Background: an optimization exercise with open tools, aiming at small area, a short achievable clock period and few clock cycles per item. Do not read the settings as production practice.
No run shown here included a check of the RTL's function; only the layout flow was run.

==> flow/design.v (outline; a module is shown in full before it is edited, if it fits) <==
// module dct8_stream: 2726 lines
// module dct_fa: 10 lines
// module dct_ha: 9 lines
// module dct_cpa: 12 lines
// module dct_addsub: 14 lines
// module dct_carry: 11 lines
// module dct_sum: 9 lines
// module dct_inc: 9 lines
module dct8_stream #(
    parameter int IN_W        = 8,
    parameter int OUT_W       = 14,
    parameter int LEVEL_SHIFT = 0
) (
    input  logic                    clk,
    input  logic                    rst,
    input  logic                    en,
    input  logic                    in_valid,
    output logic                    in_ready,
    input  logic [IN_W-1:0]         x0,
    input  logic [IN_W-1:0]         x1,
    input  logic [IN_W-1:0]         x2,
    input  logic [IN_W-1:0]         x3,
    input  logic [IN_W-1:0]         x4,
    input  logic [IN_W-1:0]         x5,
    input  logic [IN_W-1:0]         x6,
    input  logic [IN_W-1:0]         x7,
    output logic                    out_valid,
    input  logic                    out_ready,
    output logic signed [OUT_W-1:0] y0,
    output logic signed [OUT_W-1:0] y1,
    output logic signed [OUT_W-1:0] y2,
    output logic signed [OUT_W-1:0] y3,
    output logic signed [OUT_W-1:0] y4,
    output logic signed [OUT_W-1:0] y5,
    output logic signed [OUT_W-1:0] y6,
    output logic signed [OUT_W-1:0] y7
);
  // ...
==> flow/flow/run.sh <==
#!/bin/bash
# Standard ORFS layout, with repair_timing aiming below the clock period.
set -euo pipefail
bash standard.sh SETUP_SLACK_MARGIN=${MARGIN:-7} finish > standard_flow.log 2>&1
==> flow/standard.sh <==
#!/bin/bash
# synth_recipe.tcl (not shown) runs the flow's synth.tcl, then flattens the netlist and writes it again
# the make line also repeats each setting of config.mk as NAME=value (left out here)
make -C /OpenROAD-flow-scripts/flow DESIGN_CONFIG=/design/flow/config.mk WORK_HOME=/design/flow/orfs CLKGATE_MAP_FILE= SYNTH_SCRIPT=/design/flow/synth_recipe.tcl "${@:-finish}"
==> flow/config.mk <==
export PLATFORM = sky130hd
export DESIGN_NAME = dct8_stream
export DESIGN_NICKNAME = dct8_stream
export VERILOG_FILES = /design/flow/design.v
export SDC_FILE = /design/flow/constraint.sdc
export NUM_CORES = 4
export LEC_CHECK = 0
export CAP_MARGIN = 20
export CORE_MARGIN = 2
export CORE_UTILIZATION = 50
export SLEW_MARGIN = 20
export SYNTH_HIERARCHICAL = 1
==> flow/constraint.sdc <==
create_clock -name core_clock -period 12.0 [get_ports {clk}]
set_input_delay 2.4000 -clock core_clock [delete_from_list [all_inputs] [get_ports {clk}]]
set_output_delay 2.4000 -clock core_clock [all_outputs]
set_load 0.01 [all_outputs]
==> flow_summary.yaml, run 1 <==
floorplanning:
  rows: 96
  core-area_sq_mm: 0.0687
placed_design:
  placed_cell_area_sq_mm: 0.0380
  preCtsSetupSlack_ps: 6310
status:
  status: "no timing/DRC/antenna violations"
flow_run:
  drv_cap: 0
min_path:
  holdPathStages: 1
  min_to: "sk[6][5]"
synthesis:
  syn_inst: 2891
  muxShareOfSynthArea_pct: 2.19
  syn_avg_cell_area_sq_um: 12.0
  async_flop_share_pct: 0
  synth_warnings: 16
routing:
  antenna_left: 0
  routed_wl_um: 86000
setup_path:
  slowest_delay_ps: 530
  startpoint: "a3_r[1]"
  cp_max_fo: 3
  start_kind: "flop"
clock_tree:
  cts_tree: "done"
  post_cts_buffers: 83
  cts.reportedPaths.clkPinSlew_ps: 60
grt:
  overflow: 0
  antenna_found_initial: 0
  grt_util_met3_pct: 3.11
sta:
  slew_headroom_pct: 30.0
  hold_ws_ps: 495
layout:
  seqCellArea_sq_mm: 0.00615
  seq_area_share_pct: 15.1
  nClkBuffers: 44
==> module dct_carry, before the edit <==
module dct_carry #(
    parameter int W = 12
) (
    input  logic [W-1:0] a,
    input  logic [W-1:0] b,
    output logic         co
);
    logic [W:0] t;
    assign t  = {1'b0, a} + {1'b0, b};
    assign co = t[W];
endmodule
==> module dct_sum, before the edit <==
module dct_sum #(
    parameter int W = 10
) (
    input  logic [W-1:0] a,
    input  logic [W-1:0] b,
    output logic [W-1:0] y
);
    assign y = a + b;
endmodule
==> run 2: changes to the inputs <==
--- a/flow/design.v
+++ b/flow/design.v
@@ -82,17 +82,17 @@
             a2_r <= a_n[2];
             a3_r <= a_n[3];
             b0_r <= b_n[0];
             b1_r <= b_n[1];
             b2_r <= b_n[2];
             b3_r <= b_n[3];
         end
     end
-    logic [9:0] yv [8];
+    logic [9:0] yn [8];
     logic s1;
     logic c2;
     logic s3;
     logic c4;
     logic s5;
     logic c6;
     logic s7;
     logic c8;
@@ -312,18 +312,18 @@
     logic s221;
     logic c222;
     logic s223;
     logic c224;
     logic s225;
     logic c226;
     logic s227;
     logic c228;
-    logic t0_cn, t0_cr;
-    logic [9:0] t0_un, t0_ur;
+    logic t0_cm, t0_cl;
+    logic [9:0] t0_y;
     logic s229;
     logic c230;
     logic s231;
     logic c232;
     logic s233;
     logic c234;
     logic s235;
     logic c236;
@@ -492,18 +492,18 @@
     logic s399;
     logic c400;
     logic s401;
     logic c402;
     logic s403;
     logic c404;
     logic s405;
     logic c406;
-    logic t4_cn, t4_cr;
-    logic [9:0] t4_un, t4_ur;
+    logic t4_cm, t4_cl;
+    logic [9:0] t4_y;
     logic s407;
     logic c408;
     logic s409;
     logic c410;
     logic s411;
     logic c412;
     logic s413;
     logic c414;
@@ -598,18 +598,18 @@
     logic s503;
     logic c504;
     logic s505;
     logic c506;
     logic s507;
     logic c508;
     logic s509;
     logic c510;
-    logic t2_cn, t2_cr;
-    logic [9:0] t2_un, t2_ur;
+    logic t2_cm, t2_cl;
+    logic [9:0] t2_y;
     logic s511;
     logic c512;
     logic s513;
     logic c514;
     logic s515;
     logic c516;
     logic s517;
     logic c518;
@@ -702,18 +702,18 @@
     logic s605;
     logic c606;
     logic s607;
     logic c608;
     logic s609;
     logic c610;
     logic s611;
     logic c612;
-    logic t6_cn, t6_cr;
-    logic [9:0] t6_un, t6_ur;
+    logic t6_cm, t6_cl;
+    logic [9:0] t6_y;
     logic s613;
     logic c614;
     logic s615;
     logic c616;
     logic s617;
     logic c618;
     logic s619;
     logic c620;
@@ -962,18 +962,18 @@
     logic s863;
     logic c864;
     logic s865;
     logic c866;
     logic s867;
     logic c868;
     logic s869;
     logic c870;
-    logic t1_cn, t1_cr;
-    logic [9:0] t1_un, t1_ur;
+    logic t1_cm, t1_cl;
+    logic [9:0] t1_y;
     logic s871;
     logic c872;
     logic s873;
     logic c874;
     logic s875;
     logic c876;
     logic s877;
     logic c878;
@@ -1230,18 +1230,18 @@
     logic s1129;
     logic c1130;
     logic s1131;
     logic c1132;
     logic s1133;
     logic c1134;
     logic s1135;
     logic c1136;
-    logic t3_cn, t3_cr;
-    logic [9:0] t3_un, t3_ur;
+    logic t3_cm, t3_cl;
+    logic [9:0] t3_y;
     logic s1137;
     logic c1138;
     logic s1139;
     logic c1140;
     logic s1141;
     logic c1142;
     logic s1143;
     logic c1144;
@@ -1506,18 +1506,18 @@
     logic s1403;
     logic c1404;
     logic s1405;
     logic c1406;
     logic s1407;
     logic c1408;
     logic s1409;
     logic c1410;
-    logic t5_cn, t5_cr;
-    logic [9:0] t5_un, t5_ur;
+    logic t5_cm, t5_cl;
+    logic [9:0] t5_y;
     logic s1411;
     logic c1412;
     logic s1413;
     logic c1414;
     logic s1415;
     logic c1416;
     logic s1417;
     logic c1418;
@@ -1774,18 +1774,18 @@
     logic s1669;
     logic c1670;
     logic s1671;
     logic c1672;
     logic s1673;
     logic c1674;
     logic s1675;
     logic c1676;
-    logic t7_cn, t7_cr;
-    logic [9:0] t7_un, t7_ur;
+    logic t7_cm, t7_cl;
+    logic [9:0] t7_y;
     dct_ha us1 (.a(a0_r[0]), .b(a1_r[0]), .s(s1), .co(c2));
     dct_fa us3 (.a(a0_r[1]), .b(a1_r[1]), .c(a2_r[1]), .s(s3), .co(c4));
     dct_fa us5 (.a(a0_r[2]), .b(a1_r[2]), .c(a2_r[2]), .s(s5), .co(c6));
     dct_fa us7 (.a(a0_r[3]), .b(a1_r[3]), .c(a2_r[3]), .s(s7), .co(c8));
     dct_fa us9 (.a(a0_r[4]), .b(a1_r[4]), .c(a2_r[4]), .s(s9), .co(c10));
     dct_fa us11 (.a(a0_r[5]), .b(a1_r[5]), .c(a2_r[5]), .s(s11), .co(c12));
     dct_fa us13 (.a(a0_r[6]), .b(a1_r[6]), .c(a2_r[6]), .s(s13), .co(c14));
     dct_fa us15 (.a(a0_r[7]), .b(a1_r[7]), .c(a2_r[7]), .s(s15), .co(c16));
@@ -1896,18 +1896,19 @@
     dct_fa us213 (.a(c144), .b(c180), .c(s181), .s(s213), .co(c214));
     dct_fa us215 (.a(s151), .b(~s183), .c(c182), .s(s215), .co(c216));
     dct_fa us217 (.a(~c152), .b(s185), .c(c184), .s(s217), .co(c218));
     dct_fa us219 (.a(c156), .b(s187), .c(~c186), .s(s219), .co(c220));
     dct_fa us221 (.a(c160), .b(s189), .c(~c188), .s(s221), .co(c222));
     dct_fa us223 (.a(c162), .b(s191), .c(c190), .s(s223), .co(c224));
     dct_fa us225 (.a(~s193), .b(c36), .c(c192), .s(s225), .co(c226));
     dct_ha us227 (.a(1'b1), .b(c194), .s(s227), .co(c228));
-    dct_carry #(.W(9)) ut0c (.a({~s207, s205, s203, s201, s199, s197, s23, s21, s1}), .b({c206, c204, c202, c200, c198, c196, s195, c20, s19}), .co(t0_cn));
-    dct_sum #(.W(10)) ut0u (.a({s227, s225, s223, s221, ~s219, s217, ~s215, ~s213, ~s211, s209}), .b({c226, c224, c222, ~c220, c218, ~c216, ~c214, ~c212, c210, ~c208}), .y(t0_un));
+    dct_carry #(.W(5)) ut0cm (.a({s199, s197, s23, s21, s1}), .b({c198, c196, s195, c20, s19}), .co(t0_cm));
+    dct_carry_ci #(.W(4)) ut0cl (.a({~s207, s205, s203, s201}), .b({c206, c204, c202, c200}), .ci(t0_cm), .co(t0_cl));
+    dct_csel #(.W(10)) ut0s (.a({s227, s225, s223, s221, ~s219, s217, ~s215, ~s213, ~s211, s209}), .b({c226, c224, c222, ~c220, c218, ~c216, ~c214, ~c212, c210, ~c208}), .ci(t0_cl), .y(t0_y));
     assign s229 = s55 ^ s37;
     assign c230 = s55 & ~s37;
     dct_fa us231 (.a(c56), .b(s37), .c(c54), .s(s231), .co(c232));
     dct_ha us233 (.a(c72), .b(c68), .s(s233), .co(c234));
     dct_fa us235 (.a(c56), .b(c70), .c(c58), .s(s235), .co(c236));
     dct_ha us237 (.a(c56), .b(c54), .s(s237), .co(c238));
     assign s239 = c56 ^ s37;
     assign c240 = c56 | s37;
@@ -1997,18 +1998,19 @@
     dct_fa us391 (.a(c318), .b(c358), .c(s359), .s(s391), .co(c392));
     dct_fa us393 (.a(c320), .b(~s361), .c(c360), .s(s393), .co(c394));
     dct_fa us395 (.a(c326), .b(~s363), .c(c362), .s(s395), .co(c396));
     dct_fa us397 (.a(c330), .b(~s365), .c(c364), .s(s397), .co(c398));
     dct_fa us399 (.a(c334), .b(s367), .c(c366), .s(s399), .co(c400));
     dct_fa us401 (.a(~s339), .b(s369), .c(c368), .s(s401), .co(c402));
     dct_fa us403 (.a(c340), .b(~s371), .c(c370), .s(s403), .co(c404));
     dct_ha us405 (.a(c54), .b(c372), .s(s405), .co(c406));
-    dct_carry #(.W(9)) ut4c (.a({s385, s383, s381, s379, s377, s375, s59, s57, s37}), .b({c384, c382, c380, c378, c376, c374, ~s373, c56, s55}), .co(t4_cn));
-    dct_sum #(.W(10)) ut4u (.a({s405, s403, s401, s399, ~s397, s395, ~s393, ~s391, ~s389, s387}), .b({c404, c402, c400, ~c398, c396, ~c394, ~c392, ~c390, c388, c386}), .y(t4_un));
+    dct_carry #(.W(5)) ut4cm (.a({s377, s375, s59, s57, s37}), .b({c376, c374, ~s373, c56, s55}), .co(t4_cm));
+    dct_carry_ci #(.W(4)) ut4cl (.a({s385, s383, s381, s379}), .b({c384, c382, c380, c378}), .ci(t4_cm), .co(t4_cl));
+    dct_csel #(.W(10)) ut4s (.a({s405, s403, s401, s399, ~s397, s395, ~s393, ~s391, ~s389, s387}), .b({c404, c402, c400, ~c398, c396, ~c394, ~c392, ~c390, c388, c386}), .ci(t4_cl), .y(t4_y));
     dct_ha us407 (.a(d0[0]), .b(d1[7]), .s(s407), .co(c408));
     dct_ha us409 (.a(d0[1]), .b(d1[8]), .s(s409), .co(c410));
     dct_ha us411 (.a(d0[2]), .b(d1[3]), .s(s411), .co(c412));
     dct_ha us413 (.a(d0[9]), .b(d0[3]), .s(s413), .co(c414));
     dct_fa us415 (.a(d0[3]), .b(d0[1]), .c(d1[0]), .s(s415), .co(c416));
     dct_fa us417 (.a(d0[7]), .b(d1[5]), .c(d0[6]), .s(s417), .co(c418));
     assign s419 = d0[4] ^ d0[2];
     assign c420 = d0[4] | d0[2];
@@ -2057,18 +2059,19 @@
     dct_fa us497 (.a(~s439), .b(c466), .c(s467), .s(s497), .co(c498));
     dct_fa us499 (.a(~c440), .b(s469), .c(c468), .s(s499), .co(c500));
     dct_fa us501 (.a(c444), .b(s471), .c(~c470), .s(s501), .co(c502));
     dct_fa us503 (.a(c446), .b(s473), .c(c472), .s(s503), .co(c504));
     dct_fa us505 (.a(c450), .b(~s475), .c(c474), .s(s505), .co(c506));
     dct_fa us507 (.a(~d1[9]), .b(c476), .c(s477), .s(s507), .co(c508));
     assign s509 = d0[9] ^ c478;
     assign c510 = ~d0[9] & c478;
-    dct_carry #(.W(10)) ut2c (.a({s491, ~s489, s487, ~s485, s483, s481, d1[1], d0[2], d0[1], d0[0]}), .b({~c490, c488, ~c486, c484, c482, ~c480, s479, d1[0], 1'b0, 1'b0}), .co(t2_cn));
-    dct_sum #(.W(10)) ut2u (.a({1'b1, ~s509, s507, s505, s503, s501, ~s499, ~s497, ~s495, ~s493}), .b({c510, c508, c506, c504, c502, ~c500, ~c498, ~c496, ~c494, c492}), .y(t2_un));
+    dct_carry #(.W(6)) ut2cm (.a({s483, s481, d1[1], d0[2], d0[1], d0[0]}), .b({c482, ~c480, s479, d1[0], 1'b0, 1'b0}), .co(t2_cm));
+    dct_carry_ci #(.W(4)) ut2cl (.a({s491, ~s489, s487, ~s485}), .b({~c490, c488, ~c486, c484}), .ci(t2_cm), .co(t2_cl));
+    dct_csel #(.W(10)) ut2s (.a({1'b1, ~s509, s507, s505, s503, s501, ~s499, ~s497, ~s495, ~s493}), .b({c510, c508, c506, c504, c502, ~c500, ~c498, ~c496, ~c494, c492}), .ci(t2_cl), .y(t2_y));
     dct_ha us511 (.a(d0[1]), .b(d1[9]), .s(s511), .co(c512));
     dct_fa us513 (.a(d0[8]), .b(d0[2]), .c(d1[7]), .s(s513), .co(c514));
     dct_ha us515 (.a(d0[3]), .b(d1[8]), .s(s515), .co(c516));
     dct_ha us517 (.a(d0[4]), .b(d1[7]), .s(s517), .co(c518));
     dct_ha us519 (.a(d1[3]), .b(d1[1]), .s(s519), .co(c520));
     dct_fa us521 (.a(d0[5]), .b(d1[4]), .c(d1[2]), .s(s521), .co(c522));
     assign s523 = d0[1] ^ d1[7];
     assign c524 = d0[1] | d1[7];
@@ -2116,18 +2119,19 @@
     dct_fa us599 (.a(~c540), .b(s569), .c(c568), .s(s599), .co(c600));
     dct_fa us601 (.a(~c544), .b(s571), .c(c570), .s(s601), .co(c602));
     dct_fa us603 (.a(~c548), .b(s573), .c(c572), .s(s603), .co(c604));
     dct_fa us605 (.a(c550), .b(~s575), .c(c574), .s(s605), .co(c606));
     dct_fa us607 (.a(c554), .b(s577), .c(c576), .s(s607), .co(c608));
     dct_fa us609 (.a(d0[8]), .b(~c578), .c(s579), .s(s609), .co(c610));
     assign s611 = d1[9] ^ c580;
     assign c612 = d1[9] & ~c580;
-    dct_carry #(.W(10)) ut6c (.a({s593, s591, s589, s587, s585, s583, ~d1[3], d0[0], ~d1[1], d1[0]}), .b({c592, c590, c588, c586, c584, c582, s581, ~d1[2], ~d1[0], 1'b0}), .co(t6_cn));
-    dct_sum #(.W(10)) ut6u (.a({1'b1, ~s611, s609, s607, ~s605, ~s603, ~s601, ~s599, ~s597, ~s595}), .b({c612, c610, c608, ~c606, ~c604, ~c602, ~c600, ~c598, ~c596, c594}), .y(t6_un));
+    dct_carry #(.W(6)) ut6cm (.a({s585, s583, ~d1[3], d0[0], ~d1[1], d1[0]}), .b({c584, c582, s581, ~d1[2], ~d1[0], 1'b0}), .co(t6_cm));
+    dct_carry_ci #(.W(4)) ut6cl (.a({s593, s591, s589, s587}), .b({c592, c590, c588, c586}), .ci(t6_cm), .co(t6_cl));
+    dct_csel #(.W(10)) ut6s (.a({1'b1, ~s611, s609, s607, ~s605, ~s603, ~s601, ~s599, ~s597, ~s595}), .b({c612, c610, c608, ~c606, ~c604, ~c602, ~c600, ~c598, ~c596, c594}), .ci(t6_cl), .y(t6_y));
     dct_fa us613 (.a(b0_r[8]), .b(b0_r[0]), .c(b1_r[6]), .s(s613), .co(c614));
     dct_ha us615 (.a(b1_r[2]), .b(b1_r[0]), .s(s615), .co(c616));
     dct_fa us617 (.a(b0_r[6]), .b(b1_r[3]), .c(b1_r[1]), .s(s617), .co(c618));
     dct_fa us619 (.a(b1_r[4]), .b(b1_r[2]), .c(b1_r[0]), .s(s619), .co(c620));
     dct_fa us621 (.a(b2_r[6]), .b(b2_r[0]), .c(b3_r[3]), .s(s621), .co(c622));
     dct_fa us623 (.a(b1_r[8]), .b(b1_r[5]), .c(b1_r[3]), .s(s623), .co(c624));
     dct_fa us625 (.a(b1_r[1]), .b(b2_r[7]), .c(b2_r[1]), .s(s625), .co(c626));
     dct_fa us627 (.a(b0_r[8]), .b(b0_r[5]), .c(b0_r[3]), .s(s627), .co(c628));
@@ -2250,18 +2254,19 @@
     dct_fa us855 (.a(~s771), .b(c816), .c(s817), .s(s855), .co(c856));
     dct_fa us857 (.a(~s775), .b(c818), .c(s819), .s(s857), .co(c858));
     dct_fa us859 (.a(~c776), .b(s821), .c(c820), .s(s859), .co(c860));
     dct_fa us861 (.a(c780), .b(s823), .c(c822), .s(s861), .co(c862));
     dct_fa us863 (.a(c784), .b(s825), .c(c824), .s(s863), .co(c864));
     dct_fa us865 (.a(c788), .b(s827), .c(c826), .s(s865), .co(c866));
     dct_fa us867 (.a(~c792), .b(s829), .c(c828), .s(s867), .co(c868));
     dct_fa us869 (.a(c794), .b(~s831), .c(c830), .s(s869), .co(c870));
-    dct_carry #(.W(12)) ut1c (.a({~s853, ~s851, ~s849, ~s847, s845, ~s843, s841, ~s839, s837, s835, s795, ~b1_r[0]}), .b({~c852, ~c850, ~c848, c846, ~c844, c842, ~c840, c838, c836, c834, ~s833, ~b0_r[0]}), .co(t1_cn));
-    dct_sum #(.W(10)) ut1u (.a({1'b1, ~c832, s869, s867, s865, s863, s861, s859, s857, s855}), .b({1'b0, c870, c868, c866, c864, c862, c860, c858, c856, ~c854}), .y(t1_un));
+    dct_carry #(.W(8)) ut1cm (.a({s845, ~s843, s841, ~s839, s837, s835, s795, ~b1_r[0]}), .b({~c844, c842, ~c840, c838, c836, c834, ~s833, ~b0_r[0]}), .co(t1_cm));
+    dct_carry_ci #(.W(4)) ut1cl (.a({~s853, ~s851, ~s849, ~s847}), .b({~c852, ~c850, ~c848, c846}), .ci(t1_cm), .co(t1_cl));
+    dct_csel #(.W(10)) ut1s (.a({1'b1, ~c832, s869, s867, s865, s863, s861, s859, s857, s855}), .b({1'b0, c870, c868, c866, c864, c862, c860, c858, c856, ~c854}), .ci(t1_cl), .y(t1_y));
     dct_fa us871 (.a(b0_r[6]), .b(b0_r[4]), .c(b0_r[0]), .s(s871), .co(c872));
     dct_ha us873 (.a(b0_r[2]), .b(b0_r[0]), .s(s873), .co(c874));
     dct_ha us875 (.a(b0_r[3]), .b(b0_r[1]), .s(s875), .co(c876));
     dct_fa us877 (.a(b0_r[4]), .b(b0_r[2]), .c(b0_r[0]), .s(s877), .co(c878));
     dct_fa us879 (.a(b1_r[0]), .b(b2_r[4]), .c(b2_r[2]), .s(s879), .co(c880));
     dct_fa us881 (.a(b0_r[8]), .b(b0_r[5]), .c(b0_r[3]), .s(s881), .co(c882));
     dct_fa us883 (.a(b0_r[1]), .b(b1_r[1]), .c(b2_r[8]), .s(s883), .co(c884));
     dct_fa us885 (.a(b2_r[5]), .b(b2_r[3]), .c(b3_r[4]), .s(s885), .co(c886));
@@ -2392,18 +2397,19 @@
     dct_fa us1121 (.a(~s1039), .b(c1082), .c(s1083), .s(s1121), .co(c1122));
     dct_fa us1123 (.a(s1043), .b(~s1085), .c(c1084), .s(s1123), .co(c1124));
     dct_fa us1125 (.a(~c1044), .b(c1086), .c(s1087), .s(s1125), .co(c1126));
     dct_fa us1127 (.a(~c1048), .b(s1089), .c(c1088), .s(s1127), .co(c1128));
     dct_fa us1129 (.a(~c1052), .b(s1091), .c(c1090), .s(s1129), .co(c1130));
     dct_fa us1131 (.a(~c1056), .b(s1093), .c(c1092), .s(s1131), .co(c1132));
     dct_fa us1133 (.a(b0_r[8]), .b(~s1095), .c(c1094), .s(s1133), .co(c1134));
     dct_ha us1135 (.a(c1062), .b(c1096), .s(s1135), .co(c1136));
-    dct_carry #(.W(12)) ut3c (.a({s1117, s1115, s1113, ~s1111, s1109, ~s1107, s1105, s1103, ~s1101, ~s1099, ~b3_r[0], ~b0_r[0]}), .b({c1116, c1114, ~c1112, c1110, ~c1108, c1106, c1104, ~c1102, ~c1100, ~c1098, s1097, ~b2_r[0]}), .co(t3_cn));
-    dct_sum #(.W(10)) ut3u (.a({1'b1, s1135, ~s1133, ~s1131, ~s1129, ~s1127, ~s1125, s1123, s1121, s1119}), .b({c1136, ~c1134, ~c1132, ~c1130, ~c1128, ~c1126, c1124, c1122, c1120, c1118}), .y(t3_un));
+    dct_carry #(.W(8)) ut3cm (.a({s1109, ~s1107, s1105, s1103, ~s1101, ~s1099, ~b3_r[0], ~b0_r[0]}), .b({~c1108, c1106, c1104, ~c1102, ~c1100, ~c1098, s1097, ~b2_r[0]}), .co(t3_cm));
+    dct_carry_ci #(.W(4)) ut3cl (.a({s1117, s1115, s1113, ~s1111}), .b({c1116, c1114, ~c1112, c1110}), .ci(t3_cm), .co(t3_cl));
+    dct_csel #(.W(10)) ut3s (.a({1'b1, s1135, ~s1133, ~s1131, ~s1129, ~s1127, ~s1125, s1123, s1121, s1119}), .b({c1136, ~c1134, ~c1132, ~c1130, ~c1128, ~c1126, c1124, c1122, c1120, c1118}), .ci(t3_cl), .y(t3_y));
     dct_fa us1137 (.a(b0_r[4]), .b(b0_r[1]), .c(b1_r[6]), .s(s1137), .co(c1138));
     dct_ha us1139 (.a(b0_r[5]), .b(b0_r[2]), .s(s1139), .co(c1140));
     dct_ha us1141 (.a(b0_r[4]), .b(b1_r[2]), .s(s1141), .co(c1142));
     dct_ha us1143 (.a(b0_r[5]), .b(b1_r[3]), .s(s1143), .co(c1144));
     dct_fa us1145 (.a(b0_r[0]), .b(b1_r[4]), .c(b1_r[2]), .s(s1145), .co(c1146));
     dct_fa us1147 (.a(b2_r[3]), .b(b3_r[4]), .c(b3_r[2]), .s(s1147), .co(c1148));
     dct_fa us1149 (.a(b0_r[7]), .b(b0_r[1]), .c(b1_r[8]), .s(s1149), .co(c1150));
     dct_fa us1151 (.a(b1_r[5]), .b(b1_r[3]), .c(b2_r[4]), .s(s1151), .co(c1152));
@@ -2539,18 +2545,19 @@
     dct_fa us1397 (.a(~s1315), .b(s1359), .c(c1358), .s(s1397), .co(c1398));
     dct_fa us1399 (.a(~c1316), .b(s1361), .c(c1360), .s(s1399), .co(c1400));
     dct_fa us1401 (.a(c1320), .b(s1363), .c(c1362), .s(s1401), .co(c1402));
     dct_fa us1403 (.a(c1324), .b(s1365), .c(c1364), .s(s1403), .co(c1404));
     dct_fa us1405 (.a(c1328), .b(~s1367), .c(c1366), .s(s1405), .co(c1406));
     dct_fa us1407 (.a(c1332), .b(s1369), .c(~c1368), .s(s1407), .co(c1408));
     assign s1409 = c1334 ^ c1370;
     assign c1410 = ~c1334 & c1370;
-    dct_carry #(.W(12)) ut5c (.a({s1391, s1389, ~s1387, s1385, s1383, s1381, s1379, ~s1377, s1375, ~s1373, ~b0_r[0], ~b1_r[0]}), .b({c1390, ~c1388, c1386, c1384, c1382, c1380, ~c1378, c1376, ~c1374, ~c1372, s1371, ~b3_r[0]}), .co(t5_cn));
-    dct_sum #(.W(10)) ut5u (.a({1'b1, ~s1409, s1407, s1405, s1403, s1401, s1399, s1397, s1395, s1393}), .b({c1410, c1408, c1406, c1404, c1402, c1400, c1398, c1396, c1394, c1392}), .y(t5_un));
+    dct_carry #(.W(8)) ut5cm (.a({s1383, s1381, s1379, ~s1377, s1375, ~s1373, ~b0_r[0], ~b1_r[0]}), .b({c1382, c1380, ~c1378, c1376, ~c1374, ~c1372, s1371, ~b3_r[0]}), .co(t5_cm));
+    dct_carry_ci #(.W(4)) ut5cl (.a({s1391, s1389, ~s1387, s1385}), .b({c1390, ~c1388, c1386, c1384}), .ci(t5_cm), .co(t5_cl));
+    dct_csel #(.W(10)) ut5s (.a({1'b1, ~s1409, s1407, s1405, s1403, s1401, s1399, s1397, s1395, s1393}), .b({c1410, c1408, c1406, c1404, c1402, c1400, c1398, c1396, c1394, c1392}), .ci(t5_cl), .y(t5_y));
     dct_ha us1411 (.a(b0_r[7]), .b(b0_r[2]), .s(s1411), .co(c1412));
     dct_fa us1413 (.a(b0_r[3]), .b(b1_r[3]), .c(b2_r[4]), .s(s1413), .co(c1414));
     dct_ha us1415 (.a(b2_r[2]), .b(b2_r[0]), .s(s1415), .co(c1416));
     dct_fa us1417 (.a(b1_r[4]), .b(b2_r[8]), .c(b2_r[5]), .s(s1417), .co(c1418));
     dct_fa us1419 (.a(b2_r[3]), .b(b2_r[1]), .c(b3_r[8]), .s(s1419), .co(c1420));
     dct_ha us1421 (.a(b3_r[5]), .b(b3_r[3]), .s(s1421), .co(c1422));
     dct_fa us1423 (.a(b0_r[0]), .b(b1_r[8]), .c(b1_r[5]), .s(s1423), .co(c1424));
     dct_fa us1425 (.a(b2_r[6]), .b(b2_r[4]), .c(b2_r[2]), .s(s1425), .co(c1426));
@@ -2680,54 +2687,40 @@
     dct_fa us1663 (.a(~s1581), .b(s1625), .c(c1624), .s(s1663), .co(c1664));
     dct_fa us1665 (.a(c1584), .b(c1626), .c(~s1627), .s(s1665), .co(c1666));
     dct_fa us1667 (.a(c1588), .b(s1629), .c(~c1628), .s(s1667), .co(c1668));
     dct_fa us1669 (.a(c1592), .b(s1631), .c(c1630), .s(s1669), .co(c1670));
     dct_fa us1671 (.a(c1596), .b(~s1633), .c(c1632), .s(s1671), .co(c1672));
     dct_fa us1673 (.a(~c1600), .b(s1635), .c(c1634), .s(s1673), .co(c1674));
     assign s1675 = c1602 ^ c1636;
     assign c1676 = c1602 & ~c1636;
-    dct_carry #(.W(12)) ut7c (.a({s1657, ~s1655, ~s1653, s1651, s1649, s1647, s1645, s1643, ~s1641, ~s1639, ~b3_r[1], ~b2_r[0]}), .b({~c1656, ~c1654, c1652, c1650, c1648, c1646, c1644, ~c1642, ~c1640, ~c1638, s1637, ~b3_r[0]}), .co(t7_cn));
-    dct_sum #(.W(10)) ut7u (.a({1'b1, ~s1675, ~s1673, s1671, s1669, s1667, s1665, s1663, s1661, s1659}), .b({c1676, ~c1674, c1672, c1670, c1668, c1666, c1664, c1662, c1660, c1658}), .y(t7_un));
+    dct_carry #(.W(8)) ut7cm (.a({s1649, s1647, s1645, s1643, ~s1641, ~s1639, ~b3_r[1], ~b2_r[0]}), .b({c1648, c1646, c1644, ~c1642, ~c1640, ~c1638, s1637, ~b3_r[0]}), .co(t7_cm));
+    dct_carry_ci #(.W(4)) ut7cl (.a({s1657, ~s1655, ~s1653, s1651}), .b({~c1656, ~c1654, c1652, c1650}), .ci(t7_cm), .co(t7_cl));
+    dct_csel #(.W(10)) ut7s (.a({1'b1, ~s1675, ~s1673, s1671, s1669, s1667, s1665, s1663, s1661, s1659}), .b({c1676, ~c1674, c1672, c1670, c1668, c1666, c1664, c1662, c1660, c1658}), .ci(t7_cl), .y(t7_y));
+    assign yn[0] = t0_y;
+    assign yn[1] = t1_y;
+    assign yn[2] = t2_y;
+    assign yn[3] = t3_y;
+    assign yn[4] = t4_y;
+    assign yn[5] = t5_y;
+    assign yn[6] = t6_y;
+    assign yn[7] = t7_y;
+    logic [9:0] yr [8];
     always_ff @(posedge clk) begin
-        if (en & r3) begin
-            t0_ur <= t0_un;
-            t0_cr <= t0_cn;
-            t4_ur <= t4_un;
-            t4_cr <= t4_cn;
-            t2_ur <= t2_un;
-            t2_cr <= t2_cn;
-            t6_ur <= t6_un;
-            t6_cr <= t6_cn;
-            t1_ur <= t1_un;
-            t1_cr <= t1_cn;
-            t3_ur <= t3_un;
-            t3_cr <= t3_cn;
-            t5_ur <= t5_un;
-            t5_cr <= t5_cn;
-            t7_ur <= t7_un;
-            t7_cr <= t7_cn;
-        end
+        if (en & r3)
+            for (int i = 0; i < 8; i++) yr[i] <= yn[i];
     end
-    dct_inc #(.W(10)) ut0o (.a(t0_ur), .ci(t0_cr), .y(yv[0]));
-    dct_inc #(.W(10)) ut1o (.a(t1_ur), .ci(t1_cr), .y(yv[1]));
-    dct_inc #(.W(10)) ut2o (.a(t2_ur), .ci(t2_cr), .y(yv[2]));
-    dct_inc #(.W(10)) ut3o (.a(t3_ur), .ci(t3_cr), .y(yv[3]));
-    dct_inc #(.W(10)) ut4o (.a(t4_ur), .ci(t4_cr), .y(yv[4]));
-    dct_inc #(.W(10)) ut5o (.a(t5_ur), .ci(t5_cr), .y(yv[5]));
-    dct_inc #(.W(10)) ut6o (.a(t6_ur), .ci(t6_cr), .y(yv[6]));
-    dct_inc #(.W(10)) ut7o (.a(t7_ur), .ci(t7_cr), .y(yv[7]));
-    assign y0 = {4'd0, yv[0]};
-    assign y1 = {{4{yv[1][9]}}, yv[1]};
-    assign y2 = {{4{yv[2][9]}}, yv[2]};
-    assign y3 = {{4{yv[3][9]}}, yv[3]};
-    assign y4 = {{4{yv[4][9]}}, yv[4]};
-    assign y5 = {{4{yv[5][9]}}, yv[5]};
-    assign y6 = {{4{yv[6][9]}}, yv[6]};
-    assign y7 = {{4{yv[7][9]}}, yv[7]};
+    assign y0 = {4'd0, yr[0]};
+    assign y1 = {{4{yr[1][9]}}, yr[1]};
+    assign y2 = {{4{yr[2][9]}}, yr[2]};
+    assign y3 = {{4{yr[3][9]}}, yr[3]};
+    assign y4 = {{4{yr[4][9]}}, yr[4]};
+    assign y5 = {{4{yr[5][9]}}, yr[5]};
+    assign y6 = {{4{yr[6][9]}}, yr[6]};
+    assign y7 = {{4{yr[7][9]}}, yr[7]};
 endmodule
 module dct_fa (
     input  logic a,
     input  logic b,
     input  logic c,
     output logic s,
     output logic co
 );
@@ -2765,36 +2758,62 @@
 );
     if (SUB != 0) begin : g_sub
         assign y = {1'b0, a} - {1'b0, b};
     end else begin : g_add
         assign y = {1'b0, a} + {1'b0, b};
     end
 endmodule
 module dct_carry #(
-    parameter int W = 12
+    parameter int W = 8
 ) (
     input  logic [W-1:0] a,
     input  logic [W-1:0] b,
     output logic         co
 );
     logic [W:0] t;
     assign t  = {1'b0, a} + {1'b0, b};
     assign co = t[W];
 endmodule
+module dct_carry_ci #(
+    parameter int W = 4
+) (
+    input  logic [W-1:0] a,
+    input  logic [W-1:0] b,
+    input  logic         ci,
+    output logic         co
+);
+    logic [W:0] t;
+    assign t  = {1'b0, a} + {1'b0, b} + (W+1)'(ci);
+    assign co = t[W];
+endmodule
 module dct_sum #(
-    parameter int W = 10
+    parameter int W = 5
 ) (
     input  logic [W-1:0] a,
     input  logic [W-1:0] b,
     output logic [W-1:0] y
 );
     assign y = a + b;
 endmodule
-module dct_inc #(
+module dct_sum_co #(
+    parameter int W = 5
+) (
+    input  logic [W-1:0] a,
+    input  logic [W-1:0] b,
+    output logic [W-1:0] y,
+    output logic         co
+);
+    assign {co, y} = {1'b0, a} + {1'b0, b};
+endmodule
+module dct_csel #(
     parameter int W = 10
 ) (
     input  logic [W-1:0] a,
+    input  logic [W-1:0] b,
     input  logic         ci,
     output logic [W-1:0] y
 );
-    assign y = a + W'(ci);
+    logic [W-1:0] s0, s1;
+    assign s0 = a + b;
+    assign s1 = a + b + W'(1);
+    assign y  = ci ? s1 : s0;
 endmodule
==> flow_summary.yaml, run 2 <==
status:
  status: "no timing/DRC/antenna violations"
floorplanning:
  dieWidth_um: 264
  die_area_sq_mm: 0.0695
  start_util_pct: 50.4
  core-area_sq_mm: 0.0669
  rows: 95
  die_y_um: 264
  boundaryPins: 183
setup_path:
  critical_path_class: "flop to flop"
  cp_max_fo: 4
  worst_path_most_repeated_cell: "fa_1"
  end_kind: "flop"
  arrival_ps: 5990
  crit_buf_inv: 3
  cp_cell_sequence: "buf_6, fa_1, fa_2, buf_6, fa_1, fa_1, fa_1, fa_1, inv_2, fa_2, a21o_4, a31oi_4, o21bai_1, xor2_1, and4_1, xor2_1"
  critPathRequiredTime_ps: 12310
  slowest_delay_ps: 540
  cp_top_family: "adder cells"
  start_kind: "flop"
  crit_slowest_cell: "fa_1"
sta:
  tightest_slew_ps: 1050
  period_share_pct: 47.3
  slew_headroom_pct: 30.3
  fmax_mhz: 176
  final_hold_viol_count: 0
  rsz0062_at_grt: "true"
  finalMaxSlewViolations: 0
  skew_ps: 41.0
  finalSetupViolations: 0
  fin_setup_tns_ps: 0
  period_minus_slack_ps: 5680
  setup_slack_ps: 6320
layout:
  drive_above_1_share_pct: 26.4
  area_growth_pct: 28.5
  n_fill_cell: 5020
  largest_register_ffs: 80
  antenna_cells: 0
  final_common_cell: "fa_1"
  finalNetCount: 4479
  reg.largest.list: "yr x80, sk x64"
  utilization_pct: 64.7
  mostFrequentLayoutCells: "fa_1, inv_1, ha_1"
  final_area_sq_mm: 0.0433
  top_register: "yr"
placed_design:
  preCtsSetupSlack_ps: 5980
  numPortBuffers: 178
  dp_hpwl_um: 66400
  routabilityCongestion: 0.862
  placed_cell_area_sq_mm: 0.0373
clock_tree:
  numCtsBuffers: 29
  htreeDepth: 1
  cts.sinks: 219
  cts_root_buffer: "clkbuf_16"
  clk_path_buf_depth: 3
  cts_tree: "done"
  ctsHoldBuffers: 0
  cts.reportedPaths.clkPinSlew_ps: 60
  worstSkewPairLatency_ps: 600
grt:
  antenna_found_initial: 0
  grt_usage_pct: 26.9
  grt_pass1_vias: 25800
  grt_pass1_wl_um: 143000
  grt_max_degree: 74
  overflow: 0
routing:
  drc: 0
  antenna_left: 0
  via_count: 22500
  firstDrtPassIters: 5
  initialDrtViolationCount: 1204
  viasPerCell: 5.35
  routedWlPerCell_um: 21.7
  routed_wl_um: 91400
synthesis:
  yosys-top-cells-count: "fa_1, inv_1, ha_1"
  syn_inst: 2783
  synthDistinctLibCells: 57
  synth_warnings: 19
  yosysTopAreaCell: "fa_1"
  synth.most_common_cell: "fa_1"
  syn_avg_cell_area_sq_um: 12.1
  yosysSeqAreaShare_pct: 17.5
  async_flop_share_pct: 0
  synth_area_leaders: "fa_1, edfxtp_1, ha_1"
  synth_ff_type: "edfxtp_1"
  ys_ff_latch: 219
  synth_top_area_share_pct: 43.8
  netlist_area_sq_mm: 0.0337
  synth_enable_flop_cells: 152
min_path:
  hp-class: "flop to flop"
flow_run:
  drv_cap: 0
==> run 2: worst paths after layout <==
kind | from | to | slack [ps] | cells past startpoint
hold reg to reg | sk[4][2] | sk[4][2] | 500 | 1
setup reg to reg | a0_r[3] | yr[4][8] | 6320 | 16
setup / recovery | a0_r[3] | yr[4][8] | 6320 | 16
hold / removal | sk[4][2] | sk[4][2] | 500 | 1
==> run 2: stage by stage <==
| step | hold slack, ps | cells |
|---|---|---|
| after floorplan | 465 | 2798 |
| after global placement | 487 | 3852 |
| after detailed placement | 490 | 3853 |
| after CTS | 504 | 4125 |
| after global routing | 521 | 4210 |
| final | 499 | 4210 |
==> run 2: logic make-up after synthesis <==
logic type      share of synthesized area, %
flops                                   17.5
other cells                           0.0223
xor+xnor                                4.93
simple gates                            3.95
buf+inv                                 7.28
compound gates                          6.74
fa+ha+maj                               57.0
mux                                     2.52
==> run 2: area by class of cell <==
| cell class | instances | area (sq um) | area share (%) |
|---|---|---|---|
| timing repair buffer | 525 | 5220 | 12.1 |
| clock inverter | 16 | 183 | 0.422 |
| sequential | 219 | 5910 | 13.6 |
| clock buffer | 37 | 800 | 1.85 |
| inverter | 574 | 2190 | 5.05 |
| tap | 873 | 1090 | 2.52 |
| multi-input combinational | 1966 | 27900 | 64.5 |
==> run 2: timing repair <==
item,in CTS,in global routing
pin swaps,203,197
resized for setup,268,237
setup buffers,215,84
setup endpoints to repair,72,59
cloned,4,1
==> run 2: metal layers <==
| layer | wire length, um | vias to the layer above | GRT usage, % |
|---|---|---|---|
| li1 | - | 10000 | - |
| met1 | 36600 | 11700 | 34.1 |
| met2 | 47200 | 542 | 48.0 |
| met3 | 4270 | 177 | 3.60 |
| met4 | 3290 | 0 | 8.53 |
| met5 | 0 | - | 0 |
==> run 2: Yosys stat by module (local to each module, per instance), a selection <==
module	copies in the design	cell area [sq um]	flops+latches	cells inside
dct8_stream	1	9400	219	863
dct_fa	719	20.0	0	1
dct_ha	69	12.5	0	1

-- afterwards: timing with drivers on the ports --
The results above use ideal ports. As a check the final layouts listed here were re-extracted and re-timed, cells and wires unchanged.
Step 1 assumes that a clkbuf_16 drives the clock port and a buf_2 every other input.
Step 2 times the ports against the registers' clock, not the clock port: input delays grow and output delays shrink by t, the midpoint of the rising clock arrivals with the driver on.
Three values: ideal, step 1, step 2; two values: the first two.
run	t, ns	setup WS [ns]	worst hold slack (ns)	clock arrival spread, ns
run 1	0.659	6.777 / 6.777 / 6.777	0.495 / 0.495 / 0.495	0.019 / 0.019
run 2	0.636	6.322 / 6.322 / 6.322	0.499 / 0.499 / 0.499	0.044 / 0.044
After both steps every run listed still meets setup and hold.
